What follows belongs to an exercise in optimizing a design on an open flow for small area and a short achievable clock period; a production flow would make more cautious choices.
Function was checked by simulation only, so behaviour that the tests miss may differ from the original.

File: design/flow/constraint.sdc
create_clock -name core_clock -period 9.0 [get_ports {general_clk}]
set_input_delay 1.8000 -clock core_clock [delete_from_list [all_inputs] [get_ports {general_clk}]]
set_output_delay 1.8000 -clock core_clock [all_outputs]
set_load 0.01 [all_outputs]
File: design/flow/standard.sh
#!/bin/bash
# synth_recipe.tcl (not shown) runs the flow's synth.tcl, then flattens the netlist and writes it again
# the make line also repeats each setting of config.mk as NAME=value (left out here)
make -C /OpenROAD-flow-scripts/flow DESIGN_CONFIG=/design/flow/config.mk WORK_HOME=/design/flow/orfs CLKGATE_MAP_FILE= SYNTH_SCRIPT=/design/flow/synth_recipe.tcl "${@:-finish}"
File: design/flow/config.mk
export PLATFORM = sky130hd
export DESIGN_NAME = arith_encoder
export DESIGN_NICKNAME = arith_encoder
export VERILOG_FILES = /design/flow/design.v
export SDC_FILE = /design/flow/constraint.sdc
export NUM_CORES = 4
export LEC_CHECK = 0
export ABC_AREA = 1
export CAP_MARGIN = 20
export CORE_MARGIN = 2
export CORE_UTILIZATION = 40
export CTS_BUF_LIST = sky130_fd_sc_hd__clkbuf_8
export SETUP_SLACK_MARGIN = 3.0
export SLEW_MARGIN = 20
export TNS_END_PERCENT = 30
File: design/flow/flow/run.sh
#!/bin/bash
# The standard layout with three changes: synthesis skips the quick ABC pass
# inside Yosys's synth (the final ABC mapping still runs), adders use Yosys's
# Sklansky carry network instead of Kogge-Stone, and the ports get the
# smallest buffer instead of the delay buffer that buffer_ports picks by
# default. All output goes to run_standard.log in this folder; ORFS keeps its
# own logs under orfs/logs.
set -euo pipefail
export SYNTH_ARGS="-noabc"
export SYNTH_OPERATIONS_ARGS="-extra-map +/choices/sklansky.v"
export BUFFER_PORTS_ARGS="-buffer_cell sky130_fd_sc_hd__buf_1"
bash standard.sh > run_standard.log 2>&1
File: design/flow/design.v
`timescale 1ns/1ps
module pipeline_control (
  input  logic general_clk,
  input  logic reset,
  input  logic in_valid,
  output logic out_valid
);
  logic v1, v2;
  always_ff @(posedge general_clk) begin
    if (reset) begin
      v1 <= 1'b0;
      v2 <= 1'b0;
    end else begin
      v1 <= in_valid;
      v2 <= v1;
    end
  end
  assign out_valid = v2;
endmodule
`timescale 1ns/1ps
module probability_stage (
  input  logic        general_clk,
  input  logic        reset,
  input  logic        in_valid,
  input  logic [15:0] fl,
  input  logic [15:0] fh,
  input  logic [3:0]  symbol,
  input  logic [4:0]  nsyms,
  input  logic        bool_mode,
  output logic        p_x,
  output logic        p_en,
  output logic        p_z,
  output logic        p_s,         
  output logic [9:0]  p_m2n,       
  output logic [5:0]  p_k,
  output logic [9:0]  p_nn,       
  output logic [4:0]  p_o2
);
  logic        vin;
  logic [9:0]  fl6, fh6;
  logic        first, sel_a, sel_c, sel_q;
  logic [5:0]  kd;        
  logic [4:0]  kdiff;     
  logic        kpos;
  logic [9:0]  m_p, m_q;
  logic [5:0]  k_next;
  assign vin   = in_valid & ~reset;
  assign fl6   = fl[15:6];
  assign fh6   = fh[15:6];
  assign first = (fl == 16'h8000);
  assign sel_a = vin & bool_mode & symbol[0];
  assign sel_c = vin & ~bool_mode & ~first;
  assign sel_q = vin & ~(bool_mode & symbol[0]);    
  assign kd    = {1'b0, nsyms} - {2'b00, symbol};
  assign kpos  = ~kd[5] & (kd[4:0] != 5'd0);
  assign kdiff = kd[5] ? 5'd0 : kd[4:0];
  assign m_p = sel_a ? fh6 : (sel_c ? fl6 : 10'd512);
  assign m_q = sel_q ? fh6 : 10'd0;
  always_comb begin
    if (sel_a)          k_next = 6'd1;
    else if (sel_c)     k_next = {5'd0, kpos};
    else if (!vin)      k_next = 6'd0;
    else if (bool_mode) k_next = 6'h3f;
    else if (kpos)      k_next = 6'd1 - {1'b0, kdiff};
    else                k_next = 6'd0;
  end
  always_ff @(posedge general_clk) begin
    p_x  <= ~sel_a & ~sel_c;
    p_z  <= ~sel_a & ~sel_c;
    p_en <= sel_q & fh6[0] & ~(sel_c & fl6[0]);
    {p_s, p_m2n} <= ({1'b0, m_p} - {1'b0, m_q}) ^ 11'h3ff;    
    p_k  <= k_next;
    p_nn  <= ~(sel_c ? fl6 : fh6);    
    p_o2 <= sel_c ? kdiff : 5'd1;
  end
endmodule
`timescale 1ns/1ps
module interval_update (
  input  logic        general_clk,
  input  logic        reset,
  input  logic        p_x,
  input  logic        p_en,
  input  logic        p_z,
  input  logic        p_s,         
  input  logic [9:0]  p_m2n,       
  input  logic [5:0]  p_k,
  input  logic [9:0]  p_nn,        
  input  logic [4:0]  p_o2,
  output logic [15:0] range_q,
  output logic [3:0]  d_q,
  output logic [15:0] add_next
);
  logic [7:0]  r8;
  logic [16:0] sum2;
  logic [16:0] sum2n;
  logic [15:0] raw;
  logic [15:0] rn;
  assign r8 = range_q[15:8];
  assign rn = ~range_q;
  wire [7:0] r8n = rn[15:8];
  wire lt_1, lt_2;
  assign lt_1 = (range_q[0] & p_x) ^ (r8[1] & ~p_m2n[0]) ^ (r8[0] & ~p_m2n[1]);
  assign lt_2 = ((range_q[0] & p_x) & (r8[1] & ~p_m2n[0])) | ((range_q[0] & p_x) & (r8[0] & ~p_m2n[1])) | ((r8[1] & ~p_m2n[0]) & (r8[0] & ~p_m2n[1]));
  wire lt_3, lt_4;
  assign lt_3 = (range_q[1] & p_x) ^ (r8[2] & ~p_m2n[0]) ^ (r8[1] & ~p_m2n[1]);
  assign lt_4 = ((range_q[1] & p_x) & (r8[2] & ~p_m2n[0])) | ((range_q[1] & p_x) & (r8[1] & ~p_m2n[1])) | ((r8[2] & ~p_m2n[0]) & (r8[1] & ~p_m2n[1]));
  wire lt_5, lt_6;
  assign lt_5 = (r8[0] & ~p_m2n[2]) ^ lt_2 ^ lt_3;
  assign lt_6 = ((r8[0] & ~p_m2n[2]) & lt_2) | ((r8[0] & ~p_m2n[2]) & lt_3) | (lt_2 & lt_3);
  wire lt_7, lt_8;
  assign lt_7 = p_k[0] ^ (range_q[2] & p_x) ^ (r8[3] & ~p_m2n[0]);
  assign lt_8 = (p_k[0] & (range_q[2] & p_x)) | (p_k[0] & (r8[3] & ~p_m2n[0])) | ((range_q[2] & p_x) & (r8[3] & ~p_m2n[0]));
  wire lt_9, lt_10;
  assign lt_9 = (r8[2] & ~p_m2n[1]) ^ (r8[1] & ~p_m2n[2]) ^ (r8[0] & ~p_m2n[3]);
  assign lt_10 = ((r8[2] & ~p_m2n[1]) & (r8[1] & ~p_m2n[2])) | ((r8[2] & ~p_m2n[1]) & (r8[0] & ~p_m2n[3])) | ((r8[1] & ~p_m2n[2]) & (r8[0] & ~p_m2n[3]));
  wire lt_11, lt_12;
  assign lt_11 = lt_4 ^ lt_7 ^ lt_9;
  assign lt_12 = (lt_4 & lt_7) | (lt_4 & lt_9) | (lt_7 & lt_9);
  wire lt_13, lt_14;
  assign lt_13 = p_k[1] ^ (range_q[3] & p_x) ^ (r8[4] & ~p_m2n[0]);
  assign lt_14 = (p_k[1] & (range_q[3] & p_x)) | (p_k[1] & (r8[4] & ~p_m2n[0])) | ((range_q[3] & p_x) & (r8[4] & ~p_m2n[0]));
  wire lt_15, lt_16;
  assign lt_15 = (r8[3] & ~p_m2n[1]) ^ (r8[2] & ~p_m2n[2]) ^ (r8[1] & ~p_m2n[3]);
  assign lt_16 = ((r8[3] & ~p_m2n[1]) & (r8[2] & ~p_m2n[2])) | ((r8[3] & ~p_m2n[1]) & (r8[1] & ~p_m2n[3])) | ((r8[2] & ~p_m2n[2]) & (r8[1] & ~p_m2n[3]));
  wire lt_17, lt_18;
  assign lt_17 = (r8[0] & ~p_m2n[4]) ^ lt_8 ^ lt_10;
  assign lt_18 = ((r8[0] & ~p_m2n[4]) & lt_8) | ((r8[0] & ~p_m2n[4]) & lt_10) | (lt_8 & lt_10);
  wire lt_19, lt_20;
  assign lt_19 = lt_13 ^ lt_15 ^ lt_12;
  assign lt_20 = (lt_13 & lt_15) | (lt_13 & lt_12) | (lt_15 & lt_12);
  wire lt_21, lt_22;
  assign lt_21 = p_k[2] ^ (range_q[4] & p_x) ^ (r8[5] & ~p_m2n[0]);
  assign lt_22 = (p_k[2] & (range_q[4] & p_x)) | (p_k[2] & (r8[5] & ~p_m2n[0])) | ((range_q[4] & p_x) & (r8[5] & ~p_m2n[0]));
  wire lt_23, lt_24;
  assign lt_23 = (r8[4] & ~p_m2n[1]) ^ (r8[3] & ~p_m2n[2]) ^ (r8[2] & ~p_m2n[3]);
  assign lt_24 = ((r8[4] & ~p_m2n[1]) & (r8[3] & ~p_m2n[2])) | ((r8[4] & ~p_m2n[1]) & (r8[2] & ~p_m2n[3])) | ((r8[3] & ~p_m2n[2]) & (r8[2] & ~p_m2n[3]));
  wire lt_25, lt_26;
  assign lt_25 = (r8[1] & ~p_m2n[4]) ^ (r8[0] & ~p_m2n[5]) ^ lt_14;
  assign lt_26 = ((r8[1] & ~p_m2n[4]) & (r8[0] & ~p_m2n[5])) | ((r8[1] & ~p_m2n[4]) & lt_14) | ((r8[0] & ~p_m2n[5]) & lt_14);
  wire lt_27, lt_28;
  assign lt_27 = lt_16 ^ lt_21 ^ lt_23;
  assign lt_28 = (lt_16 & lt_21) | (lt_16 & lt_23) | (lt_21 & lt_23);
  wire lt_29, lt_30;
  assign lt_29 = lt_18 ^ lt_25 ^ lt_27;
  assign lt_30 = (lt_18 & lt_25) | (lt_18 & lt_27) | (lt_25 & lt_27);
  wire lt_31, lt_32;
  assign lt_31 = p_k[3] ^ (range_q[5] & p_x) ^ (r8[6] & ~p_m2n[0]);
  assign lt_32 = (p_k[3] & (range_q[5] & p_x)) | (p_k[3] & (r8[6] & ~p_m2n[0])) | ((range_q[5] & p_x) & (r8[6] & ~p_m2n[0]));
  wire lt_33, lt_34;
  assign lt_33 = (r8[5] & ~p_m2n[1]) ^ (r8[4] & ~p_m2n[2]) ^ (r8[3] & ~p_m2n[3]);
  assign lt_34 = ((r8[5] & ~p_m2n[1]) & (r8[4] & ~p_m2n[2])) | ((r8[5] & ~p_m2n[1]) & (r8[3] & ~p_m2n[3])) | ((r8[4] & ~p_m2n[2]) & (r8[3] & ~p_m2n[3]));
  wire lt_35, lt_36;
  assign lt_35 = (r8[2] & ~p_m2n[4]) ^ (r8[1] & ~p_m2n[5]) ^ (r8[0] & ~p_m2n[6]);
  assign lt_36 = ((r8[2] & ~p_m2n[4]) & (r8[1] & ~p_m2n[5])) | ((r8[2] & ~p_m2n[4]) & (r8[0] & ~p_m2n[6])) | ((r8[1] & ~p_m2n[5]) & (r8[0] & ~p_m2n[6]));
  wire lt_37, lt_38;
  assign lt_37 = lt_22 ^ lt_24 ^ lt_31;
  assign lt_38 = (lt_22 & lt_24) | (lt_22 & lt_31) | (lt_24 & lt_31);
  wire lt_39, lt_40;
  assign lt_39 = lt_33 ^ lt_35 ^ lt_26;
  assign lt_40 = (lt_33 & lt_35) | (lt_33 & lt_26) | (lt_35 & lt_26);
  wire lt_41, lt_42;
  assign lt_41 = lt_28 ^ lt_37 ^ lt_39;
  assign lt_42 = (lt_28 & lt_37) | (lt_28 & lt_39) | (lt_37 & lt_39);
  wire lt_43, lt_44;
  assign lt_43 = p_k[4] ^ (range_q[6] & p_x) ^ (r8[7] & ~p_m2n[0]);
  assign lt_44 = (p_k[4] & (range_q[6] & p_x)) | (p_k[4] & (r8[7] & ~p_m2n[0])) | ((range_q[6] & p_x) & (r8[7] & ~p_m2n[0]));
  wire lt_45, lt_46;
  assign lt_45 = (r8[6] & ~p_m2n[1]) ^ (r8[5] & ~p_m2n[2]) ^ (r8[4] & ~p_m2n[3]);
  assign lt_46 = ((r8[6] & ~p_m2n[1]) & (r8[5] & ~p_m2n[2])) | ((r8[6] & ~p_m2n[1]) & (r8[4] & ~p_m2n[3])) | ((r8[5] & ~p_m2n[2]) & (r8[4] & ~p_m2n[3]));
  wire lt_47, lt_48;
  assign lt_47 = (r8[3] & ~p_m2n[4]) ^ (r8[2] & ~p_m2n[5]) ^ (r8[1] & ~p_m2n[6]);
  assign lt_48 = ((r8[3] & ~p_m2n[4]) & (r8[2] & ~p_m2n[5])) | ((r8[3] & ~p_m2n[4]) & (r8[1] & ~p_m2n[6])) | ((r8[2] & ~p_m2n[5]) & (r8[1] & ~p_m2n[6]));
  wire lt_49, lt_50;
  assign lt_49 = (r8[0] & ~p_m2n[7]) ^ lt_32 ^ lt_34;
  assign lt_50 = ((r8[0] & ~p_m2n[7]) & lt_32) | ((r8[0] & ~p_m2n[7]) & lt_34) | (lt_32 & lt_34);
  wire lt_51, lt_52;
  assign lt_51 = lt_36 ^ lt_43 ^ lt_45;
  assign lt_52 = (lt_36 & lt_43) | (lt_36 & lt_45) | (lt_43 & lt_45);
  wire lt_53, lt_54;
  assign lt_53 = lt_47 ^ lt_38 ^ lt_49;
  assign lt_54 = (lt_47 & lt_38) | (lt_47 & lt_49) | (lt_38 & lt_49);
  wire lt_55, lt_56;
  assign lt_55 = lt_51 ^ lt_40 ^ lt_53;
  assign lt_56 = (lt_51 & lt_40) | (lt_51 & lt_53) | (lt_40 & lt_53);
  wire lt_57, lt_58;
  assign lt_57 = p_k[5] ^ (range_q[7] & p_x) ^ (r8[7] & ~p_m2n[1]);
  assign lt_58 = (p_k[5] & (range_q[7] & p_x)) | (p_k[5] & (r8[7] & ~p_m2n[1])) | ((range_q[7] & p_x) & (r8[7] & ~p_m2n[1]));
  wire lt_59, lt_60;
  assign lt_59 = (r8[6] & ~p_m2n[2]) ^ (r8[5] & ~p_m2n[3]) ^ (r8[4] & ~p_m2n[4]);
  assign lt_60 = ((r8[6] & ~p_m2n[2]) & (r8[5] & ~p_m2n[3])) | ((r8[6] & ~p_m2n[2]) & (r8[4] & ~p_m2n[4])) | ((r8[5] & ~p_m2n[3]) & (r8[4] & ~p_m2n[4]));
  wire lt_61, lt_62;
  assign lt_61 = (r8[3] & ~p_m2n[5]) ^ (r8[2] & ~p_m2n[6]) ^ (r8[1] & ~p_m2n[7]);
  assign lt_62 = ((r8[3] & ~p_m2n[5]) & (r8[2] & ~p_m2n[6])) | ((r8[3] & ~p_m2n[5]) & (r8[1] & ~p_m2n[7])) | ((r8[2] & ~p_m2n[6]) & (r8[1] & ~p_m2n[7]));
  wire lt_63, lt_64;
  assign lt_63 = (r8[0] & ~p_m2n[8]) ^ lt_44 ^ lt_46;
  assign lt_64 = ((r8[0] & ~p_m2n[8]) & lt_44) | ((r8[0] & ~p_m2n[8]) & lt_46) | (lt_44 & lt_46);
  wire lt_65, lt_66;
  assign lt_65 = lt_48 ^ lt_57 ^ lt_59;
  assign lt_66 = (lt_48 & lt_57) | (lt_48 & lt_59) | (lt_57 & lt_59);
  wire lt_67, lt_68;
  assign lt_67 = lt_61 ^ lt_50 ^ lt_52;
  assign lt_68 = (lt_61 & lt_50) | (lt_61 & lt_52) | (lt_50 & lt_52);
  wire lt_69, lt_70;
  assign lt_69 = lt_63 ^ lt_65 ^ lt_54;
  assign lt_70 = (lt_63 & lt_65) | (lt_63 & lt_54) | (lt_65 & lt_54);
  wire lt_71, lt_72;
  assign lt_71 = lt_67 ^ lt_69 ^ lt_56;
  assign lt_72 = (lt_67 & lt_69) | (lt_67 & lt_56) | (lt_69 & lt_56);
  wire lt_73, lt_74;
  assign lt_73 = p_k[5] ^ (r8[7] & ~p_m2n[2]) ^ (r8[6] & ~p_m2n[3]);
  assign lt_74 = (p_k[5] & (r8[7] & ~p_m2n[2])) | (p_k[5] & (r8[6] & ~p_m2n[3])) | ((r8[7] & ~p_m2n[2]) & (r8[6] & ~p_m2n[3]));
  wire lt_75, lt_76;
  assign lt_75 = (r8[5] & ~p_m2n[4]) ^ (r8[4] & ~p_m2n[5]) ^ (r8[3] & ~p_m2n[6]);
  assign lt_76 = ((r8[5] & ~p_m2n[4]) & (r8[4] & ~p_m2n[5])) | ((r8[5] & ~p_m2n[4]) & (r8[3] & ~p_m2n[6])) | ((r8[4] & ~p_m2n[5]) & (r8[3] & ~p_m2n[6]));
  wire lt_77, lt_78;
  assign lt_77 = (r8[2] & ~p_m2n[7]) ^ (r8[1] & ~p_m2n[8]) ^ (r8[0] & ~p_m2n[9]);
  assign lt_78 = ((r8[2] & ~p_m2n[7]) & (r8[1] & ~p_m2n[8])) | ((r8[2] & ~p_m2n[7]) & (r8[0] & ~p_m2n[9])) | ((r8[1] & ~p_m2n[8]) & (r8[0] & ~p_m2n[9]));
  wire lt_79, lt_80;
  assign lt_79 = lt_58 ^ lt_60 ^ lt_62;
  assign lt_80 = (lt_58 & lt_60) | (lt_58 & lt_62) | (lt_60 & lt_62);
  wire lt_81, lt_82;
  assign lt_81 = lt_73 ^ lt_75 ^ lt_77;
  assign lt_82 = (lt_73 & lt_75) | (lt_73 & lt_77) | (lt_75 & lt_77);
  wire lt_83, lt_84;
  assign lt_83 = lt_64 ^ lt_66 ^ lt_79;
  assign lt_84 = (lt_64 & lt_66) | (lt_64 & lt_79) | (lt_66 & lt_79);
  wire lt_85, lt_86;
  assign lt_85 = lt_81 ^ lt_68 ^ lt_83;
  assign lt_86 = (lt_81 & lt_68) | (lt_81 & lt_83) | (lt_68 & lt_83);
  wire lt_87, lt_88;
  assign lt_87 = lt_70 ^ lt_85 ^ lt_72;
  assign lt_88 = (lt_70 & lt_85) | (lt_70 & lt_72) | (lt_85 & lt_72);
  wire lt_89, lt_90;
  assign lt_89 = p_s ^ p_k[5] ^ (r8[7] & ~p_m2n[3]);
  assign lt_90 = (p_s & p_k[5]) | (p_s & (r8[7] & ~p_m2n[3])) | (p_k[5] & (r8[7] & ~p_m2n[3]));
  wire lt_91, lt_92;
  assign lt_91 = (r8[6] & ~p_m2n[4]) ^ (r8[5] & ~p_m2n[5]) ^ (r8[4] & ~p_m2n[6]);
  assign lt_92 = ((r8[6] & ~p_m2n[4]) & (r8[5] & ~p_m2n[5])) | ((r8[6] & ~p_m2n[4]) & (r8[4] & ~p_m2n[6])) | ((r8[5] & ~p_m2n[5]) & (r8[4] & ~p_m2n[6]));
  wire lt_93, lt_94;
  assign lt_93 = (r8[3] & ~p_m2n[7]) ^ (r8[2] & ~p_m2n[8]) ^ (r8[1] & ~p_m2n[9]);
  assign lt_94 = ((r8[3] & ~p_m2n[7]) & (r8[2] & ~p_m2n[8])) | ((r8[3] & ~p_m2n[7]) & (r8[1] & ~p_m2n[9])) | ((r8[2] & ~p_m2n[8]) & (r8[1] & ~p_m2n[9]));
  wire lt_95, lt_96;
  assign lt_95 = (p_s & r8n[0]) ^ lt_74 ^ lt_76;
  assign lt_96 = ((p_s & r8n[0]) & lt_74) | ((p_s & r8n[0]) & lt_76) | (lt_74 & lt_76);
  wire lt_97, lt_98;
  assign lt_97 = lt_78 ^ lt_89 ^ lt_91;
  assign lt_98 = (lt_78 & lt_89) | (lt_78 & lt_91) | (lt_89 & lt_91);
  wire lt_99, lt_100;
  assign lt_99 = lt_93 ^ lt_80 ^ lt_82;
  assign lt_100 = (lt_93 & lt_80) | (lt_93 & lt_82) | (lt_80 & lt_82);
  wire lt_101, lt_102;
  assign lt_101 = lt_95 ^ lt_97 ^ lt_84;
  assign lt_102 = (lt_95 & lt_97) | (lt_95 & lt_84) | (lt_97 & lt_84);
  wire lt_103, lt_104;
  assign lt_103 = lt_99 ^ lt_101 ^ lt_86;
  assign lt_104 = (lt_99 & lt_101) | (lt_99 & lt_86) | (lt_101 & lt_86);
  wire lt_105, lt_106;
  assign lt_105 = p_k[5] ^ (r8[7] & ~p_m2n[4]) ^ (r8[6] & ~p_m2n[5]);
  assign lt_106 = (p_k[5] & (r8[7] & ~p_m2n[4])) | (p_k[5] & (r8[6] & ~p_m2n[5])) | ((r8[7] & ~p_m2n[4]) & (r8[6] & ~p_m2n[5]));
  wire lt_107, lt_108;
  assign lt_107 = (r8[5] & ~p_m2n[6]) ^ (r8[4] & ~p_m2n[7]) ^ (r8[3] & ~p_m2n[8]);
  assign lt_108 = ((r8[5] & ~p_m2n[6]) & (r8[4] & ~p_m2n[7])) | ((r8[5] & ~p_m2n[6]) & (r8[3] & ~p_m2n[8])) | ((r8[4] & ~p_m2n[7]) & (r8[3] & ~p_m2n[8]));
  wire lt_109, lt_110;
  assign lt_109 = (r8[2] & ~p_m2n[9]) ^ (p_s & r8n[1]) ^ lt_90;
  assign lt_110 = ((r8[2] & ~p_m2n[9]) & (p_s & r8n[1])) | ((r8[2] & ~p_m2n[9]) & lt_90) | ((p_s & r8n[1]) & lt_90);
  wire lt_111, lt_112;
  assign lt_111 = lt_92 ^ lt_94 ^ lt_105;
  assign lt_112 = (lt_92 & lt_94) | (lt_92 & lt_105) | (lt_94 & lt_105);
  wire lt_113, lt_114;
  assign lt_113 = lt_107 ^ lt_96 ^ lt_98;
  assign lt_114 = (lt_107 & lt_96) | (lt_107 & lt_98) | (lt_96 & lt_98);
  wire lt_115, lt_116;
  assign lt_115 = lt_109 ^ lt_111 ^ lt_100;
  assign lt_116 = (lt_109 & lt_111) | (lt_109 & lt_100) | (lt_111 & lt_100);
  wire lt_117, lt_118;
  assign lt_117 = lt_113 ^ lt_102 ^ lt_115;
  assign lt_118 = (lt_113 & lt_102) | (lt_113 & lt_115) | (lt_102 & lt_115);
  wire lt_119, lt_120;
  assign lt_119 = p_k[5] ^ (r8[7] & ~p_m2n[5]) ^ (r8[6] & ~p_m2n[6]);
  assign lt_120 = (p_k[5] & (r8[7] & ~p_m2n[5])) | (p_k[5] & (r8[6] & ~p_m2n[6])) | ((r8[7] & ~p_m2n[5]) & (r8[6] & ~p_m2n[6]));
  wire lt_121, lt_122;
  assign lt_121 = (r8[5] & ~p_m2n[7]) ^ (r8[4] & ~p_m2n[8]) ^ (r8[3] & ~p_m2n[9]);
  assign lt_122 = ((r8[5] & ~p_m2n[7]) & (r8[4] & ~p_m2n[8])) | ((r8[5] & ~p_m2n[7]) & (r8[3] & ~p_m2n[9])) | ((r8[4] & ~p_m2n[8]) & (r8[3] & ~p_m2n[9]));
  wire lt_123, lt_124;
  assign lt_123 = (p_s & r8n[2]) ^ lt_106 ^ lt_108;
  assign lt_124 = ((p_s & r8n[2]) & lt_106) | ((p_s & r8n[2]) & lt_108) | (lt_106 & lt_108);
  wire lt_125, lt_126;
  assign lt_125 = lt_119 ^ lt_121 ^ lt_110;
  assign lt_126 = (lt_119 & lt_121) | (lt_119 & lt_110) | (lt_121 & lt_110);
  wire lt_127, lt_128;
  assign lt_127 = lt_112 ^ lt_123 ^ lt_114;
  assign lt_128 = (lt_112 & lt_123) | (lt_112 & lt_114) | (lt_123 & lt_114);
  wire lt_129, lt_130;
  assign lt_129 = lt_125 ^ lt_116 ^ lt_127;
  assign lt_130 = (lt_125 & lt_116) | (lt_125 & lt_127) | (lt_116 & lt_127);
  wire lt_131, lt_132;
  assign lt_131 = p_k[5] ^ (r8[7] & ~p_m2n[6]) ^ (r8[6] & ~p_m2n[7]);
  assign lt_132 = (p_k[5] & (r8[7] & ~p_m2n[6])) | (p_k[5] & (r8[6] & ~p_m2n[7])) | ((r8[7] & ~p_m2n[6]) & (r8[6] & ~p_m2n[7]));
  wire lt_133, lt_134;
  assign lt_133 = (r8[5] & ~p_m2n[8]) ^ (r8[4] & ~p_m2n[9]) ^ (p_s & r8n[3]);
  assign lt_134 = ((r8[5] & ~p_m2n[8]) & (r8[4] & ~p_m2n[9])) | ((r8[5] & ~p_m2n[8]) & (p_s & r8n[3])) | ((r8[4] & ~p_m2n[9]) & (p_s & r8n[3]));
  wire lt_135, lt_136;
  assign lt_135 = lt_120 ^ lt_122 ^ lt_131;
  assign lt_136 = (lt_120 & lt_122) | (lt_120 & lt_131) | (lt_122 & lt_131);
  wire lt_137, lt_138;
  assign lt_137 = lt_133 ^ lt_124 ^ lt_135;
  assign lt_138 = (lt_133 & lt_124) | (lt_133 & lt_135) | (lt_124 & lt_135);
  wire lt_139, lt_140;
  assign lt_139 = lt_126 ^ lt_137 ^ lt_128;
  assign lt_140 = (lt_126 & lt_137) | (lt_126 & lt_128) | (lt_137 & lt_128);
  wire lt_141, lt_142;
  assign lt_141 = p_k[5] ^ (r8[7] & ~p_m2n[7]) ^ (r8[6] & ~p_m2n[8]);
  assign lt_142 = (p_k[5] & (r8[7] & ~p_m2n[7])) | (p_k[5] & (r8[6] & ~p_m2n[8])) | ((r8[7] & ~p_m2n[7]) & (r8[6] & ~p_m2n[8]));
  wire lt_143, lt_144;
  assign lt_143 = (r8[5] & ~p_m2n[9]) ^ (p_s & r8n[4]) ^ lt_132;
  assign lt_144 = ((r8[5] & ~p_m2n[9]) & (p_s & r8n[4])) | ((r8[5] & ~p_m2n[9]) & lt_132) | ((p_s & r8n[4]) & lt_132);
  wire lt_145, lt_146;
  assign lt_145 = lt_134 ^ lt_141 ^ lt_136;
  assign lt_146 = (lt_134 & lt_141) | (lt_134 & lt_136) | (lt_141 & lt_136);
  wire lt_147, lt_148;
  assign lt_147 = lt_143 ^ lt_138 ^ lt_145;
  assign lt_148 = (lt_143 & lt_138) | (lt_143 & lt_145) | (lt_138 & lt_145);
  wire lt_149, lt_150;
  assign lt_149 = p_k[5] ^ (r8[7] & ~p_m2n[8]) ^ (r8[6] & ~p_m2n[9]);
  assign lt_150 = (p_k[5] & (r8[7] & ~p_m2n[8])) | (p_k[5] & (r8[6] & ~p_m2n[9])) | ((r8[7] & ~p_m2n[8]) & (r8[6] & ~p_m2n[9]));
  wire lt_151, lt_152;
  assign lt_151 = (p_s & r8n[5]) ^ lt_142 ^ lt_149;
  assign lt_152 = ((p_s & r8n[5]) & lt_142) | ((p_s & r8n[5]) & lt_149) | (lt_142 & lt_149);
  wire lt_153, lt_154;
  assign lt_153 = lt_144 ^ lt_151 ^ lt_146;
  assign lt_154 = (lt_144 & lt_151) | (lt_144 & lt_146) | (lt_151 & lt_146);
  wire lt_155, lt_156;
  assign lt_155 = p_k[5] ^ (r8[7] & ~p_m2n[9]) ^ (p_s & r8n[6]);
  assign lt_156 = (p_k[5] & (r8[7] & ~p_m2n[9])) | (p_k[5] & (p_s & r8n[6])) | ((r8[7] & ~p_m2n[9]) & (p_s & r8n[6]));
  wire lt_157, lt_158;
  assign lt_157 = lt_150 ^ lt_155 ^ lt_152;
  assign lt_158 = (lt_150 & lt_155) | (lt_150 & lt_152) | (lt_155 & lt_152);
  wire [16:0] lt_a, lt_b;
  assign lt_a = {lt_154, lt_148, lt_140, lt_130, lt_118, lt_104, lt_88, lt_87, lt_71, lt_42, lt_30, lt_20, lt_17, lt_6, lt_5, (p_en & r8[0]), 1'b0};
  assign lt_b = {lt_157, lt_153, lt_147, lt_139, lt_129, lt_117, lt_103, 1'b0, 1'b0, lt_55, lt_41, lt_29, lt_19, lt_11, 1'b0, lt_1, 1'b0};
  assign sum2 = lt_a + lt_b;
  assign raw  = sum2[16:1];
  wire at_1, at_2;
  assign at_1 = rn[0] ^ (r8[1] & ~p_nn[0]) ^ (r8[0] & ~p_nn[1]);
  assign at_2 = (rn[0] & (r8[1] & ~p_nn[0])) | (rn[0] & (r8[0] & ~p_nn[1])) | ((r8[1] & ~p_nn[0]) & (r8[0] & ~p_nn[1]));
  wire at_3, at_4;
  assign at_3 = rn[1] ^ (r8[2] & ~p_nn[0]) ^ (r8[1] & ~p_nn[1]);
  assign at_4 = (rn[1] & (r8[2] & ~p_nn[0])) | (rn[1] & (r8[1] & ~p_nn[1])) | ((r8[2] & ~p_nn[0]) & (r8[1] & ~p_nn[1]));
  wire at_5, at_6;
  assign at_5 = (r8[0] & ~p_nn[2]) ^ at_2 ^ at_3;
  assign at_6 = ((r8[0] & ~p_nn[2]) & at_2) | ((r8[0] & ~p_nn[2]) & at_3) | (at_2 & at_3);
  wire at_7, at_8;
  assign at_7 = p_o2[0] ^ rn[2] ^ (r8[3] & ~p_nn[0]);
  assign at_8 = (p_o2[0] & rn[2]) | (p_o2[0] & (r8[3] & ~p_nn[0])) | (rn[2] & (r8[3] & ~p_nn[0]));
  wire at_9, at_10;
  assign at_9 = (r8[2] & ~p_nn[1]) ^ (r8[1] & ~p_nn[2]) ^ (r8[0] & ~p_nn[3]);
  assign at_10 = ((r8[2] & ~p_nn[1]) & (r8[1] & ~p_nn[2])) | ((r8[2] & ~p_nn[1]) & (r8[0] & ~p_nn[3])) | ((r8[1] & ~p_nn[2]) & (r8[0] & ~p_nn[3]));
  wire at_11, at_12;
  assign at_11 = at_4 ^ at_7 ^ at_9;
  assign at_12 = (at_4 & at_7) | (at_4 & at_9) | (at_7 & at_9);
  wire at_13, at_14;
  assign at_13 = p_o2[1] ^ rn[3] ^ (r8[4] & ~p_nn[0]);
  assign at_14 = (p_o2[1] & rn[3]) | (p_o2[1] & (r8[4] & ~p_nn[0])) | (rn[3] & (r8[4] & ~p_nn[0]));
  wire at_15, at_16;
  assign at_15 = (r8[3] & ~p_nn[1]) ^ (r8[2] & ~p_nn[2]) ^ (r8[1] & ~p_nn[3]);
  assign at_16 = ((r8[3] & ~p_nn[1]) & (r8[2] & ~p_nn[2])) | ((r8[3] & ~p_nn[1]) & (r8[1] & ~p_nn[3])) | ((r8[2] & ~p_nn[2]) & (r8[1] & ~p_nn[3]));
  wire at_17, at_18;
  assign at_17 = (r8[0] & ~p_nn[4]) ^ at_8 ^ at_10;
  assign at_18 = ((r8[0] & ~p_nn[4]) & at_8) | ((r8[0] & ~p_nn[4]) & at_10) | (at_8 & at_10);
  wire at_19, at_20;
  assign at_19 = at_13 ^ at_15 ^ at_12;
  assign at_20 = (at_13 & at_15) | (at_13 & at_12) | (at_15 & at_12);
  wire at_21, at_22;
  assign at_21 = p_o2[2] ^ rn[4] ^ (r8[5] & ~p_nn[0]);
  assign at_22 = (p_o2[2] & rn[4]) | (p_o2[2] & (r8[5] & ~p_nn[0])) | (rn[4] & (r8[5] & ~p_nn[0]));
  wire at_23, at_24;
  assign at_23 = (r8[4] & ~p_nn[1]) ^ (r8[3] & ~p_nn[2]) ^ (r8[2] & ~p_nn[3]);
  assign at_24 = ((r8[4] & ~p_nn[1]) & (r8[3] & ~p_nn[2])) | ((r8[4] & ~p_nn[1]) & (r8[2] & ~p_nn[3])) | ((r8[3] & ~p_nn[2]) & (r8[2] & ~p_nn[3]));
  wire at_25, at_26;
  assign at_25 = (r8[1] & ~p_nn[4]) ^ (r8[0] & ~p_nn[5]) ^ at_14;
  assign at_26 = ((r8[1] & ~p_nn[4]) & (r8[0] & ~p_nn[5])) | ((r8[1] & ~p_nn[4]) & at_14) | ((r8[0] & ~p_nn[5]) & at_14);
  wire at_27, at_28;
  assign at_27 = at_16 ^ at_21 ^ at_23;
  assign at_28 = (at_16 & at_21) | (at_16 & at_23) | (at_21 & at_23);
  wire at_29, at_30;
  assign at_29 = at_18 ^ at_25 ^ at_27;
  assign at_30 = (at_18 & at_25) | (at_18 & at_27) | (at_25 & at_27);
  wire at_31, at_32;
  assign at_31 = p_o2[3] ^ rn[5] ^ (r8[6] & ~p_nn[0]);
  assign at_32 = (p_o2[3] & rn[5]) | (p_o2[3] & (r8[6] & ~p_nn[0])) | (rn[5] & (r8[6] & ~p_nn[0]));
  wire at_33, at_34;
  assign at_33 = (r8[5] & ~p_nn[1]) ^ (r8[4] & ~p_nn[2]) ^ (r8[3] & ~p_nn[3]);
  assign at_34 = ((r8[5] & ~p_nn[1]) & (r8[4] & ~p_nn[2])) | ((r8[5] & ~p_nn[1]) & (r8[3] & ~p_nn[3])) | ((r8[4] & ~p_nn[2]) & (r8[3] & ~p_nn[3]));
  wire at_35, at_36;
  assign at_35 = (r8[2] & ~p_nn[4]) ^ (r8[1] & ~p_nn[5]) ^ (r8[0] & ~p_nn[6]);
  assign at_36 = ((r8[2] & ~p_nn[4]) & (r8[1] & ~p_nn[5])) | ((r8[2] & ~p_nn[4]) & (r8[0] & ~p_nn[6])) | ((r8[1] & ~p_nn[5]) & (r8[0] & ~p_nn[6]));
  wire at_37, at_38;
  assign at_37 = at_22 ^ at_24 ^ at_31;
  assign at_38 = (at_22 & at_24) | (at_22 & at_31) | (at_24 & at_31);
  wire at_39, at_40;
  assign at_39 = at_33 ^ at_35 ^ at_26;
  assign at_40 = (at_33 & at_35) | (at_33 & at_26) | (at_35 & at_26);
  wire at_41, at_42;
  assign at_41 = at_28 ^ at_37 ^ at_39;
  assign at_42 = (at_28 & at_37) | (at_28 & at_39) | (at_37 & at_39);
  wire at_43, at_44;
  assign at_43 = p_o2[4] ^ rn[6] ^ (r8[7] & ~p_nn[0]);
  assign at_44 = (p_o2[4] & rn[6]) | (p_o2[4] & (r8[7] & ~p_nn[0])) | (rn[6] & (r8[7] & ~p_nn[0]));
  wire at_45, at_46;
  assign at_45 = (r8[6] & ~p_nn[1]) ^ (r8[5] & ~p_nn[2]) ^ (r8[4] & ~p_nn[3]);
  assign at_46 = ((r8[6] & ~p_nn[1]) & (r8[5] & ~p_nn[2])) | ((r8[6] & ~p_nn[1]) & (r8[4] & ~p_nn[3])) | ((r8[5] & ~p_nn[2]) & (r8[4] & ~p_nn[3]));
  wire at_47, at_48;
  assign at_47 = (r8[3] & ~p_nn[4]) ^ (r8[2] & ~p_nn[5]) ^ (r8[1] & ~p_nn[6]);
  assign at_48 = ((r8[3] & ~p_nn[4]) & (r8[2] & ~p_nn[5])) | ((r8[3] & ~p_nn[4]) & (r8[1] & ~p_nn[6])) | ((r8[2] & ~p_nn[5]) & (r8[1] & ~p_nn[6]));
  wire at_49, at_50;
  assign at_49 = (r8[0] & ~p_nn[7]) ^ at_32 ^ at_34;
  assign at_50 = ((r8[0] & ~p_nn[7]) & at_32) | ((r8[0] & ~p_nn[7]) & at_34) | (at_32 & at_34);
  wire at_51, at_52;
  assign at_51 = at_36 ^ at_43 ^ at_45;
  assign at_52 = (at_36 & at_43) | (at_36 & at_45) | (at_43 & at_45);
  wire at_53, at_54;
  assign at_53 = at_47 ^ at_38 ^ at_49;
  assign at_54 = (at_47 & at_38) | (at_47 & at_49) | (at_38 & at_49);
  wire at_55, at_56;
  assign at_55 = at_51 ^ at_40 ^ at_53;
  assign at_56 = (at_51 & at_40) | (at_51 & at_53) | (at_40 & at_53);
  wire at_57, at_58;
  assign at_57 = rn[7] ^ (r8[7] & ~p_nn[1]) ^ (r8[6] & ~p_nn[2]);
  assign at_58 = (rn[7] & (r8[7] & ~p_nn[1])) | (rn[7] & (r8[6] & ~p_nn[2])) | ((r8[7] & ~p_nn[1]) & (r8[6] & ~p_nn[2]));
  wire at_59, at_60;
  assign at_59 = (r8[5] & ~p_nn[3]) ^ (r8[4] & ~p_nn[4]) ^ (r8[3] & ~p_nn[5]);
  assign at_60 = ((r8[5] & ~p_nn[3]) & (r8[4] & ~p_nn[4])) | ((r8[5] & ~p_nn[3]) & (r8[3] & ~p_nn[5])) | ((r8[4] & ~p_nn[4]) & (r8[3] & ~p_nn[5]));
  wire at_61, at_62;
  assign at_61 = (r8[2] & ~p_nn[6]) ^ (r8[1] & ~p_nn[7]) ^ (r8[0] & ~p_nn[8]);
  assign at_62 = ((r8[2] & ~p_nn[6]) & (r8[1] & ~p_nn[7])) | ((r8[2] & ~p_nn[6]) & (r8[0] & ~p_nn[8])) | ((r8[1] & ~p_nn[7]) & (r8[0] & ~p_nn[8]));
  wire at_63, at_64;
  assign at_63 = at_44 ^ at_46 ^ at_48;
  assign at_64 = (at_44 & at_46) | (at_44 & at_48) | (at_46 & at_48);
  wire at_65, at_66;
  assign at_65 = at_57 ^ at_59 ^ at_61;
  assign at_66 = (at_57 & at_59) | (at_57 & at_61) | (at_59 & at_61);
  wire at_67, at_68;
  assign at_67 = at_50 ^ at_52 ^ at_63;
  assign at_68 = (at_50 & at_52) | (at_50 & at_63) | (at_52 & at_63);
  wire at_69, at_70;
  assign at_69 = at_65 ^ at_54 ^ at_67;
  assign at_70 = (at_65 & at_54) | (at_65 & at_67) | (at_54 & at_67);
  wire at_71, at_72;
  assign at_71 = rn[8] ^ (r8[7] & ~p_nn[2]) ^ (r8[6] & ~p_nn[3]);
  assign at_72 = (rn[8] & (r8[7] & ~p_nn[2])) | (rn[8] & (r8[6] & ~p_nn[3])) | ((r8[7] & ~p_nn[2]) & (r8[6] & ~p_nn[3]));
  wire at_73, at_74;
  assign at_73 = (r8[5] & ~p_nn[4]) ^ (r8[4] & ~p_nn[5]) ^ (r8[3] & ~p_nn[6]);
  assign at_74 = ((r8[5] & ~p_nn[4]) & (r8[4] & ~p_nn[5])) | ((r8[5] & ~p_nn[4]) & (r8[3] & ~p_nn[6])) | ((r8[4] & ~p_nn[5]) & (r8[3] & ~p_nn[6]));
  wire at_75, at_76;
  assign at_75 = (r8[2] & ~p_nn[7]) ^ (r8[1] & ~p_nn[8]) ^ (r8[0] & ~p_nn[9]);
  assign at_76 = ((r8[2] & ~p_nn[7]) & (r8[1] & ~p_nn[8])) | ((r8[2] & ~p_nn[7]) & (r8[0] & ~p_nn[9])) | ((r8[1] & ~p_nn[8]) & (r8[0] & ~p_nn[9]));
  wire at_77, at_78;
  assign at_77 = at_58 ^ at_60 ^ at_62;
  assign at_78 = (at_58 & at_60) | (at_58 & at_62) | (at_60 & at_62);
  wire at_79, at_80;
  assign at_79 = at_71 ^ at_73 ^ at_75;
  assign at_80 = (at_71 & at_73) | (at_71 & at_75) | (at_73 & at_75);
  wire at_81, at_82;
  assign at_81 = at_64 ^ at_66 ^ at_77;
  assign at_82 = (at_64 & at_66) | (at_64 & at_77) | (at_66 & at_77);
  wire at_83, at_84;
  assign at_83 = at_79 ^ at_68 ^ at_81;
  assign at_84 = (at_79 & at_68) | (at_79 & at_81) | (at_68 & at_81);
  wire at_85, at_86;
  assign at_85 = rn[9] ^ (r8[7] & ~p_nn[3]) ^ (r8[6] & ~p_nn[4]);
  assign at_86 = (rn[9] & (r8[7] & ~p_nn[3])) | (rn[9] & (r8[6] & ~p_nn[4])) | ((r8[7] & ~p_nn[3]) & (r8[6] & ~p_nn[4]));
  wire at_87, at_88;
  assign at_87 = (r8[5] & ~p_nn[5]) ^ (r8[4] & ~p_nn[6]) ^ (r8[3] & ~p_nn[7]);
  assign at_88 = ((r8[5] & ~p_nn[5]) & (r8[4] & ~p_nn[6])) | ((r8[5] & ~p_nn[5]) & (r8[3] & ~p_nn[7])) | ((r8[4] & ~p_nn[6]) & (r8[3] & ~p_nn[7]));
  wire at_89, at_90;
  assign at_89 = (r8[2] & ~p_nn[8]) ^ (r8[1] & ~p_nn[9]) ^ at_72;
  assign at_90 = ((r8[2] & ~p_nn[8]) & (r8[1] & ~p_nn[9])) | ((r8[2] & ~p_nn[8]) & at_72) | ((r8[1] & ~p_nn[9]) & at_72);
  wire at_91, at_92;
  assign at_91 = at_74 ^ at_76 ^ at_85;
  assign at_92 = (at_74 & at_76) | (at_74 & at_85) | (at_76 & at_85);
  wire at_93, at_94;
  assign at_93 = at_87 ^ at_78 ^ at_80;
  assign at_94 = (at_87 & at_78) | (at_87 & at_80) | (at_78 & at_80);
  wire at_95, at_96;
  assign at_95 = at_89 ^ at_91 ^ at_82;
  assign at_96 = (at_89 & at_91) | (at_89 & at_82) | (at_91 & at_82);
  wire at_97, at_98;
  assign at_97 = at_93 ^ at_95 ^ at_84;
  assign at_98 = (at_93 & at_95) | (at_93 & at_84) | (at_95 & at_84);
  wire at_99, at_100;
  assign at_99 = rn[10] ^ (r8[7] & ~p_nn[4]) ^ (r8[6] & ~p_nn[5]);
  assign at_100 = (rn[10] & (r8[7] & ~p_nn[4])) | (rn[10] & (r8[6] & ~p_nn[5])) | ((r8[7] & ~p_nn[4]) & (r8[6] & ~p_nn[5]));
  wire at_101, at_102;
  assign at_101 = (r8[5] & ~p_nn[6]) ^ (r8[4] & ~p_nn[7]) ^ (r8[3] & ~p_nn[8]);
  assign at_102 = ((r8[5] & ~p_nn[6]) & (r8[4] & ~p_nn[7])) | ((r8[5] & ~p_nn[6]) & (r8[3] & ~p_nn[8])) | ((r8[4] & ~p_nn[7]) & (r8[3] & ~p_nn[8]));
  wire at_103, at_104;
  assign at_103 = (r8[2] & ~p_nn[9]) ^ at_86 ^ at_88;
  assign at_104 = ((r8[2] & ~p_nn[9]) & at_86) | ((r8[2] & ~p_nn[9]) & at_88) | (at_86 & at_88);
  wire at_105, at_106;
  assign at_105 = at_99 ^ at_101 ^ at_90;
  assign at_106 = (at_99 & at_101) | (at_99 & at_90) | (at_101 & at_90);
  wire at_107, at_108;
  assign at_107 = at_92 ^ at_103 ^ at_94;
  assign at_108 = (at_92 & at_103) | (at_92 & at_94) | (at_103 & at_94);
  wire at_109, at_110;
  assign at_109 = at_105 ^ at_96 ^ at_107;
  assign at_110 = (at_105 & at_96) | (at_105 & at_107) | (at_96 & at_107);
  wire at_111, at_112;
  assign at_111 = rn[11] ^ (r8[7] & ~p_nn[5]) ^ (r8[6] & ~p_nn[6]);
  assign at_112 = (rn[11] & (r8[7] & ~p_nn[5])) | (rn[11] & (r8[6] & ~p_nn[6])) | ((r8[7] & ~p_nn[5]) & (r8[6] & ~p_nn[6]));
  wire at_113, at_114;
  assign at_113 = (r8[5] & ~p_nn[7]) ^ (r8[4] & ~p_nn[8]) ^ (r8[3] & ~p_nn[9]);
  assign at_114 = ((r8[5] & ~p_nn[7]) & (r8[4] & ~p_nn[8])) | ((r8[5] & ~p_nn[7]) & (r8[3] & ~p_nn[9])) | ((r8[4] & ~p_nn[8]) & (r8[3] & ~p_nn[9]));
  wire at_115, at_116;
  assign at_115 = at_100 ^ at_102 ^ at_111;
  assign at_116 = (at_100 & at_102) | (at_100 & at_111) | (at_102 & at_111);
  wire at_117, at_118;
  assign at_117 = at_113 ^ at_104 ^ at_115;
  assign at_118 = (at_113 & at_104) | (at_113 & at_115) | (at_104 & at_115);
  wire at_119, at_120;
  assign at_119 = at_106 ^ at_117 ^ at_108;
  assign at_120 = (at_106 & at_117) | (at_106 & at_108) | (at_117 & at_108);
  wire at_121, at_122;
  assign at_121 = rn[12] ^ (r8[7] & ~p_nn[6]) ^ (r8[6] & ~p_nn[7]);
  assign at_122 = (rn[12] & (r8[7] & ~p_nn[6])) | (rn[12] & (r8[6] & ~p_nn[7])) | ((r8[7] & ~p_nn[6]) & (r8[6] & ~p_nn[7]));
  wire at_123, at_124;
  assign at_123 = (r8[5] & ~p_nn[8]) ^ (r8[4] & ~p_nn[9]) ^ at_112;
  assign at_124 = ((r8[5] & ~p_nn[8]) & (r8[4] & ~p_nn[9])) | ((r8[5] & ~p_nn[8]) & at_112) | ((r8[4] & ~p_nn[9]) & at_112);
  wire at_125, at_126;
  assign at_125 = at_114 ^ at_121 ^ at_116;
  assign at_126 = (at_114 & at_121) | (at_114 & at_116) | (at_121 & at_116);
  wire at_127, at_128;
  assign at_127 = at_123 ^ at_118 ^ at_125;
  assign at_128 = (at_123 & at_118) | (at_123 & at_125) | (at_118 & at_125);
  wire at_129, at_130;
  assign at_129 = rn[13] ^ (r8[7] & ~p_nn[7]) ^ (r8[6] & ~p_nn[8]);
  assign at_130 = (rn[13] & (r8[7] & ~p_nn[7])) | (rn[13] & (r8[6] & ~p_nn[8])) | ((r8[7] & ~p_nn[7]) & (r8[6] & ~p_nn[8]));
  wire at_131, at_132;
  assign at_131 = (r8[5] & ~p_nn[9]) ^ at_122 ^ at_129;
  assign at_132 = ((r8[5] & ~p_nn[9]) & at_122) | ((r8[5] & ~p_nn[9]) & at_129) | (at_122 & at_129);
  wire at_133, at_134;
  assign at_133 = at_124 ^ at_131 ^ at_126;
  assign at_134 = (at_124 & at_131) | (at_124 & at_126) | (at_131 & at_126);
  wire at_135, at_136;
  assign at_135 = rn[14] ^ (r8[7] & ~p_nn[8]) ^ (r8[6] & ~p_nn[9]);
  assign at_136 = (rn[14] & (r8[7] & ~p_nn[8])) | (rn[14] & (r8[6] & ~p_nn[9])) | ((r8[7] & ~p_nn[8]) & (r8[6] & ~p_nn[9]));
  wire at_137, at_138;
  assign at_137 = at_130 ^ at_135 ^ at_132;
  assign at_138 = (at_130 & at_135) | (at_130 & at_132) | (at_135 & at_132);
  wire at_139, at_140;
  assign at_139 = rn[15] ^ (r8[7] & ~p_nn[9]) ^ at_136;
  assign at_140 = (rn[15] & (r8[7] & ~p_nn[9])) | (rn[15] & at_136) | ((r8[7] & ~p_nn[9]) & at_136);
  wire [16:0] at_a, at_b;
  assign at_a = {at_138, at_134, at_128, at_120, at_110, at_98, at_97, at_70, at_56, at_42, at_30, at_20, at_17, at_6, at_5, at_1, 1'b0};
  assign at_b = {at_139, at_137, at_133, at_127, at_119, at_109, 1'b0, at_83, at_69, at_55, at_41, at_29, at_19, at_11, 1'b0, 1'b0, 1'b0};
  assign sum2n    = at_a + at_b;
  assign add_next = ~(sum2n[16:1] | {16{p_z}});
  logic        z8, z4, z2, z1, raw_zero;
  logic [15:0] t1, t2, t3, range_next;
  logic [3:0]  d_next;
  assign z8 = ~|raw[15:8];
  assign t1 = z8 ? {raw[7:0], 8'd0} : raw;
  assign z4 = ~|t1[15:12];
  assign t2 = z4 ? {t1[11:0], 4'd0} : t1;
  assign z2 = ~|t2[15:14];
  assign t3 = z2 ? {t2[13:0], 2'd0} : t2;
  assign z1 = ~t3[15];
  assign range_next = z1 ? {t3[14:0], 1'b0} : t3;
  assign raw_zero = ~|raw;
  assign d_next = (raw_zero | reset) ? 4'd0 : {z8, z4, z2, z1};
  always_ff @(posedge general_clk) begin
    if (reset) range_q <= 16'd32768;
    else       range_q <= range_next;
    d_q <= d_next;
  end
endmodule
`timescale 1ns/1ps
module renormalizer (
  input  logic        general_clk,
  input  logic        reset,
  input  logic [15:0] add_next,
  input  logic [3:0]  d_q,
  output logic [23:0] low_out,
  output logic [4:0]  cnt_out,
  output logic [1:0]  bit_flag,
  output logic [15:0] out_bit_1,
  output logic [15:0] out_bit_2
);
  logic [23:0] sum_q;
  logic [3:0]  cq;
  logic [4:0]  e_sum;        
  logic        emit1, emit2;
  logic [2:0]  f_sum;        
  logic [23:0] low_shl;
  logic [23:0] low_next;
  logic [23:0] sum_next;
  logic [3:0]  cq_next;
  logic [7:0]  keep_hi;
  logic [24:0] win_src;
  logic [23:0] win;
  assign e_sum = {1'b0, cq} + {1'b0, d_q};
  assign emit1 = e_sum >= 5'd9;
  assign emit2 = e_sum >= 5'd17;
  assign f_sum = e_sum[2:0] - 3'd1;    
  always_comb begin
    case (f_sum)
      3'd0: keep_hi = 8'h00;
      3'd1: keep_hi = 8'h01;
      3'd2: keep_hi = 8'h03;
      3'd3: keep_hi = 8'h07;
      3'd4: keep_hi = 8'h0f;
      3'd5: keep_hi = 8'h1f;
      3'd6: keep_hi = 8'h3f;
      default: keep_hi = 8'h7f;
    endcase
    if (!emit1) keep_hi = 8'hff;
  end
  assign low_shl  = sum_q << d_q;
  assign low_next = low_shl & {keep_hi, 16'hffff};
  assign cq_next  = emit1 ? {1'b0, f_sum} + 4'd1 : e_sum[3:0];
  assign sum_next = low_next + {8'd0, add_next};
  assign win_src = {sum_q, 1'b0};
  assign win     = 24'(win_src >> cq);
  always_ff @(posedge general_clk) begin
    if (reset) begin
      sum_q <= '0;
      cq    <= '0;
    end else begin
      sum_q <= sum_next;
      cq    <= cq_next;
    end
  end
  assign low_out   = low_next;
  assign cnt_out   = {1'b0, cq_next} - 5'd9;
  assign bit_flag  = {emit2, emit1 & ~emit2};
  assign out_bit_1 = win[23:8];
  assign out_bit_2 = {8'd0, win[7:0]};
endmodule
`timescale 1ns/1ps
module arith_encoder #(
  parameter int SYMBOL_WIDTH = 4
) (
  input  logic                    general_clk,
  input  logic                    reset,
  input  logic                    in_valid,
  input  logic [15:0]             fl,
  input  logic [15:0]             fh,
  input  logic [SYMBOL_WIDTH-1:0] symbol,
  input  logic [SYMBOL_WIDTH:0]   nsyms,
  input  logic                    bool_mode,
  output logic                    out_valid,
  output logic [15:0]             range_out,
  output logic [23:0]             low_out,
  output logic [4:0]              cnt_out,
  output logic [1:0]              bit_flag,
  output logic [15:0]             out_bit_1,
  output logic [15:0]             out_bit_2
);
  logic        p_x, p_en, p_z;
  logic        p_s;
  logic [9:0]  p_m2n;
  logic [5:0]  p_k;
  logic [9:0]  p_nn;
  logic [4:0]  p_o2;
  logic [15:0] add_next;
  logic [3:0]  d_q;
  pipeline_control u_control (
    .general_clk (general_clk),
    .reset       (reset),
    .in_valid    (in_valid),
    .out_valid   (out_valid)
  );
  probability_stage u_stage_1 (
    .general_clk (general_clk),
    .reset       (reset),
    .in_valid    (in_valid),
    .fl          (fl),
    .fh          (fh),
    .symbol      (symbol),
    .nsyms       (nsyms),
    .bool_mode   (bool_mode),
    .p_x         (p_x),
    .p_en        (p_en),
    .p_z         (p_z),
    .p_s         (p_s),
    .p_m2n       (p_m2n),
    .p_k         (p_k),
    .p_nn         (p_nn),
    .p_o2        (p_o2)
  );
  interval_update u_stage_2 (
    .general_clk (general_clk),
    .reset       (reset),
    .p_x         (p_x),
    .p_en        (p_en),
    .p_z         (p_z),
    .p_s         (p_s),
    .p_m2n       (p_m2n),
    .p_k         (p_k),
    .p_nn         (p_nn),
    .p_o2        (p_o2),
    .range_q     (range_out),
    .d_q         (d_q),
    .add_next    (add_next)
  );
  renormalizer u_stage_3 (
    .general_clk (general_clk),
    .reset       (reset),
    .add_next    (add_next),
    .d_q         (d_q),
    .low_out     (low_out),
    .cnt_out     (cnt_out),
    .bit_flag    (bit_flag),
    .out_bit_1   (out_bit_1),
    .out_bit_2   (out_bit_2)
  );
endmodule
==> qor.yml, run 1 <==
outcome:
  status: "timing/DRC/antenna clean"
critical_path:
  max_stage_delay_ns: 0.50
  r2r_slack_ns: 3.19
  crit_required_ns: 9.32
  criticalPathCategory: "reg2reg"
  cp-end-kind: "flip-flop"
  reg2reg_from: "u_stage_2.range_q[14]"
  cp-endpoint: "u_stage_2.range_q[12]"
  r2r-end: "u_stage_2.range_q[12]"
  critPathMaxFanout: 8
  ff2ff_path_depth: 30
  crit_slowest_cell: "fa_1"
  start_kind: "flip-flop"
  arrival_ns: 6.14
  crit_top_cell: "nand2_1"
  crit_start: "u_stage_2.range_q[14]"
finish:
  final_common_cell: "nand2_1"
  layout.nets: 2010
  n_antenna_cell: 0
  final_cell_mix: "nand2_1 (385), nor2_1 (239), inv_1 (213)"
  syn_to_final_growth_pct: 10.0
  design_area_um2: 13200
  drive_gt1_frac: 0.0900
  instances_no_fill: 2124
floorplan:
  design.core.area_um2: 29600
  ios: 125
  placementRows: 63
  dieArea_um2: 31400
  initial_utilization: 0.405
  fp.dieW_um: 177
  die_y_um: 177
timing:
  fin_setup_tns_ns: 0
  maxSlewViolCount: 0
  min_period_ns: 5.81
  worst_slew_pin_slew_ns: 0.828
  setup-violations-final: 0
  timing.hold.ws_ns: 0.456
  post-route-period-util: 0.646
  rsz0062_at_grt: "yes"
  max_freq_mhz: 172
  hold_viol: 0
  slew_headroom: 0.447
  clock_skew_ns: 0.0197
cts:
  cts-root-buf: "clkbuf_8"
  clkTransAtPathRegs_ns: 0.11
  cts_sinks: 84
  worstSkewPairLatency_ns: 0.39
  cts_made_buffers: 9
  h-tree-depth: 3
  cts_tree: "yes"
  cts_buffer_depth: 2
grt:
  antenna_found_initial: 0
  grt_max_degree: 45
  gr-total-overflow: 0
  grt_pass1_vias: 10000
  grtUsageTotal: 0.204
  grt_pass1_wl_mm: 50.1
synth:
  syn_area_per_cell_um2: 7.20
  ys_warn_count: 4
  ys.flop_type: "dfxtp_1"
  ys_seq_area_frac: 0.140
  synth_top_area_share: 0.274
  synthArstFlopShare: 0
  synth-edff-count: 0
  post_synth_inst_count: 1664
  ys_ff_latch: 84
  yosysTopAreaCell: "fa_1"
  synth_area_leaders: "fa_1 (27%), dfxtp_1 (14%), nand2_1 (12%), nor2_1 (7.7%), ha_1 (7.5%)"
  netlist_area_um2: 12000
  ys_types: 52
drt:
  drc: 0
  vias_per_cell: 4.97
  routed_wl_mm: 31.7
  drt-pass1-iter-count: 5
  vias: 10600
  wl_per_cell_um: 14.9
  postRouteAntennaNets: 0
  drt_iter0_drc: 594
run:
  cap_violations: 0
place:
  placed_cells: 2084
  place_hpwl_mm: 25.7
  place.port_buffers: 110
  routabilityCongestion: 0.904
  placed_area_um2: 12500
worst_hold_path:
  hp-class: "reg2reg"
metrics by stage:
| stage | util | setup slack [ns] |
|---|---|---|
| after floorplan | - | 3.24 |
| after global placement | 0.421 | 2.09 |
| after detailed placement | 0.421 | 2.01 |
| after CTS | 0.433 | 3.00 |
| after global routing | 0.446 | 2.94 |
| final | 0.446 | 3.19 |
per-layer routing:
| layer | share of wire | global-route usage | up-vias |
|---|---|---|---|
| met4 | 0.018 | 0.0492 | 0 |
| met1 | 0.46 | 0.280 | 5004 |
| met2 | 0.47 | 0.343 | 268 |
| li1 | - | - | 5244 |
| met3 | 0.048 | 0.0238 | 36 |
| met5 | 0 | 0 | - |
Yosys cell counts, types with 11 or more instances:
library cell / instances
fa_1: 164
nor2_1: 246
buf_4: 26
nand3_1: 42
mux2i_1: 18
xor2_1: 17
buf_1: 14
o21ai_0: 150
nand2_2: 13
inv_1: 215
a21oi_1: 38
clkbuf_1: 37
dfxtp_1: 84
nand2_1: 390
ha_1: 72
o21ai_1: 11
how the worst min path moves through the flow:
stage | from | to | slack [ns] | cells after the start
2_1_floorplan | u_control.v1 | u_control.v2 | 0.39 | 2
3_3_place_gp | u_control.v1 | u_control.v2 | 0.45 | 2
3_5_place_dp | u_control.v1 | u_control.v2 | 0.44 | 2
4_1_cts | u_control.v1 | u_control.v2 | 0.44 | 2
5_1_grt | u_control.v1 | u_control.v2 | 0.47 | 2
6_report | u_control.v1 | u_control.v2 | 0.46 | 2
final cells by class:
type,count,area (um^2)
clock buffers,10,138
multi-input cells,1265,9170
well taps,390,488
clock inverters,6,75.1
inverters,232,951
repair buffers,137,644
fillers,3093,16400
flip-flops and latches,84,1720
logic make-up (layout without fill, tap and decap cells):
group | after synthesis | in the layout | share of synthesized area
xor+xnor | 23 | 23 | 0.0168
compound gates | 240 | 240 | 0.110
flops | 84 | 84 | 0.140
mux | 18 | 18 | 0.0150
simple gates | 739 | 740 | 0.255
other cells | 1 | 8 | 0.000313
buf+inv | 323 | 385 | 0.114
fa+ha+maj | 236 | 236 | 0.349
critical path, delay by kind of cell, from the launching register on:
family,cells,cell delay [ns]
adder cells (fa/ha/maj),7,2.83
AND/OR/NAND/NOR,17,1.69
buffers and inverters,5,0.60
flip-flops,1,0.44
AO/OA/AOI/OAI,1,0.19
repair_timing:
item,CTS,global route
hold buffers,0,0
hold endpoints to repair,0,0
buffers inserted,6,17
cloned,0,1
setup endpoints to repair,33,29
pin swaps,1,25
gates resized for setup,30,57
state kept, by name, summed over array words and instances (netlist names):
signal	cells
u_stage_3.cq	4
u_stage_2.d_q	4
u_stage_1.p_m2n	10
u_stage_1.p_k	6
u_stage_2.range_q	16
u_stage_1.p_en	1
u_control.v1	1
u_stage_1.p_o2	5
u_stage_1.p_nn	10
u_stage_1.p_x	1
u_control.v2	1
u_stage_1.p_s	1
u_stage_3.sum_q	24
==> run 2: changes to the inputs <==
--- a/design/flow/config.mk
+++ b/design/flow/config.mk
@@ -12,4 +12,4 @@
 export CTS_BUF_LIST = sky130_fd_sc_hd__clkbuf_8
 export SETUP_SLACK_MARGIN = 3.0
 export SLEW_MARGIN = 20
-export TNS_END_PERCENT = 30
+export TNS_END_PERCENT = 60
==> run 2 against run 1 <==
  * Still clean on timing, DRC and antenna
  * Wire length about the same
  * Clock skew about the same
  * Global-route usage did not move
  * Critical path type unchanged
  * Critical endpoint unchanged
  * Via count barely moved
  * Largest cell class unchanged
==> qor.yml, run 2 <==
run:
  cap_violations: 0
critical_path:
  crit_family: "adder cells"
  cp-end-kind: "flip-flop"
  criticalPathCategory: "reg2reg"
  crit_buf_inv: 5
  crit_required_ns: 9.32
  start_kind: "flip-flop"
  crit_top_cell: "nand2_1"
  crit_slowest_cell: "fa_1"
  max_stage_delay_ns: 0.50
  arrival_ns: 6.11
  critPathMaxFanout: 8
grt:
  grt_pass1_wl_mm: 50.1
  grt_pass1_vias: 10000
  antenna_found_initial: 0
  gr-total-overflow: 0
  grt_util_met2: 0.343
  top_usage_layer: "met2"
  grt_use_met3: 0.0238
  grt_max_degree: 45
  use_met1: 0.280
  grtUsageTotal: 0.204
synth:
  ys_warn_count: 4
  synth_compound_area_frac: 0.110
  ys_types: 52
  synth_top_family_by_area: "adder cells"
  post-synth-top-count-cell: "nand2_1"
  synth_top_area_share: 0.274
  synth_fa_ha_area_frac: 0.349
  ys_seq_area_frac: 0.140
  synth_commonest_cells: "nand2_1 (390), nor2_1 (246), inv_1 (215), fa_1 (164), o21ai_0 (150)"
  yosysTopAreaCell: "fa_1"
  yosys.area_share.simple: 0.255
  synthMuxAreaShare: 0.0150
  synth_area_leaders: "fa_1 (27%), dfxtp_1 (14%), nand2_1 (12%), nor2_1 (7.7%), ha_1 (7.5%)"
  post_synth_inst_count: 1664
  netlist_area_um2: 12000
  synth-edff-count: 0
  synthArstFlopShare: 0
  syn_area_per_cell_um2: 7.20
  ys_ff_latch: 84
  synth-xor-area-share: 0.0168
  ys.flop_type: "dfxtp_1"
timing:
  fin_setup_tns_ns: 0
  rsz0062_at_grt: "yes"
  setup_slack_ns: 3.21
  worst_slew_pin_slew_ns: 0.835
  timing.hold.ws_ns: 0.446
  min_period_ns: 5.79
  slew_headroom: 0.443
  post-route-period-util: 0.643
  maxSlewViolCount: 0
  setup-violations-final: 0
  hold_viol: 0
  max_freq_mhz: 173
  clock_skew_ns: 0.0200
cts:
  clkTransAtPathRegs_ns: 0.11
  cts_tree: "yes"
  cts_made_buffers: 9
  worstSkewPairLatency_ns: 0.39
  h-tree-depth: 3
  cts-root-buf: "clkbuf_8"
  cts_sinks: 84
  hold_buffers: 0
  cts_buffer_depth: 2
finish:
  fin_util: 0.446
  final_common_cell: "nand2_1"
  n_antenna_cell: 0
  instances_no_fill: 2124
  nFillCells: 3091
  syn_to_final_growth_pct: 10.0
  drive_gt1_frac: 0.0905
  final_cell_mix: "nand2_1 (385), nor2_1 (239), inv_1 (213)"
  layout.nets: 2010
  largest_register_ffs: 24
  top_regs: "u_stage_3.sum_q: 24 flops, u_stage_2.range_q: 16 flops"
  largest_register: "u_stage_3.sum_q"
place:
  place.port_buffers: 110
  placed_cells: 2084
  dp_slack_ns: 2.01
  place_hpwl_mm: 25.7
  routabilityCongestion: 0.904
drt:
  vias: 10500
  wl_per_cell_um: 14.9
  drt_iter0_drc: 597
  drt-pass1-iter-count: 5
  routed_wl_mm: 31.7
  drc: 0
  vias_per_cell: 4.97
  postRouteAntennaNets: 0
outcome:
  status: "timing/DRC/antenna clean"
floorplan:
  dieArea_um2: 31400
  ios: 125
  design.core.area_um2: 29600
  placementRows: 63
  initial_utilization: 0.405
  fp.dieW_um: 177
  die_y_um: 177
worst_hold_path:
  hp-class: "reg2reg"
==> run 2: kinds of logic (layout without fill, tap and decap cells) <==
group | count (synthesis) | in the layout
compound gates | 240 | 240
xor+xnor | 23 | 23
fa+ha+maj | 236 | 236
buf+inv | 323 | 385
flops | 84 | 84
mux | 18 | 18
other cells | 1 | 8
simple gates | 739 | 740
==> run 2: timing repair <==
item / 4_1_cts / 5_1_grt
gates resized for setup: 30 / 58
setup endpoints to repair: 33 / 29
pin swaps: 1 / 25
setup buffers: 6 / 17
gates cloned: 0 / 1
==> run 2: tightest hold or removal path, stage by stage (launching register included) <==
cell and delay, ns:
dfxtp_1 0.34, inv_1 0.05, nor2_1 0.03
==> run 2: per-layer routing <==
metal | part of all wire | vias to the layer above
met1 | 0.47 | 4999
li1 | - | 5248
met3 | 0.043 | 34
met5 | 0 | -
met4 | 0.017 | 0
met2 | 0.47 | 266
==> run 2: worst paths after layout <==
kind | slack [ns] | to | startpoint | cells past startpoint
min | 0.45 | u_control.v2 | u_control.v1 | 2
min reg2reg | 0.45 | u_control.v2 | u_control.v1 | 2
max reg2reg | 3.21 | u_stage_2.range_q[12] | u_stage_2.range_q[14] | 30
max | 3.21 | u_stage_2.range_q[12] | u_stage_2.range_q[14] | 30
==> run 2: per-stage QoR <==
step	instance area, um^2
after floorplan	12000
after global placement	12500
after detailed placement	12500
after CTS	12800
after global routing	13200
final	13200
==> run 2: area by class of cell <==
cell class,instances,area (um^2),share of cell area
multi-input cells,1265,9170,0.696
clock buffers,10,138,0.0104
flip-flops and latches,84,1720,0.130
well taps,390,488,0.0370
clock inverters,6,75.1,0.00569
inverters,232,951,0.0721
repair buffers,137,644,0.0489

[static timing again, ports no longer ideal]
In the flow no input, the clock included, has a driving cell. The finished layouts below were timed again as built, in two steps. Step 1 assumes that a clkbuf_16 drives the clock port and a buf_2 every other input. Step 2 adds t to the input delays and takes it off the output delays; t is the mean of the earliest and latest rising clock arrival at the registers after step 1. Input paths then give back, and output paths get back, about the clock's delay inside the block. Slacks: ideal ports / drivers / drivers and shift; pairs: ideal ports / drivers.
run | shift t [ns] | setup WS [ns] | worst setup path after step 2 | worst slew at a driven data input, ns
run 1 | 0.424 | 3.189 / 3.189 / 3.100 | input to register | 0.04
run 2 | 0.423 | 3.214 / 3.214 / 3.098 | input to register | 0.04
After both steps setup and hold are still met in every run listed. The setup slack of run 2, which loses most, moves by 0.000 ns with the drivers and by -0.116 ns with both steps.
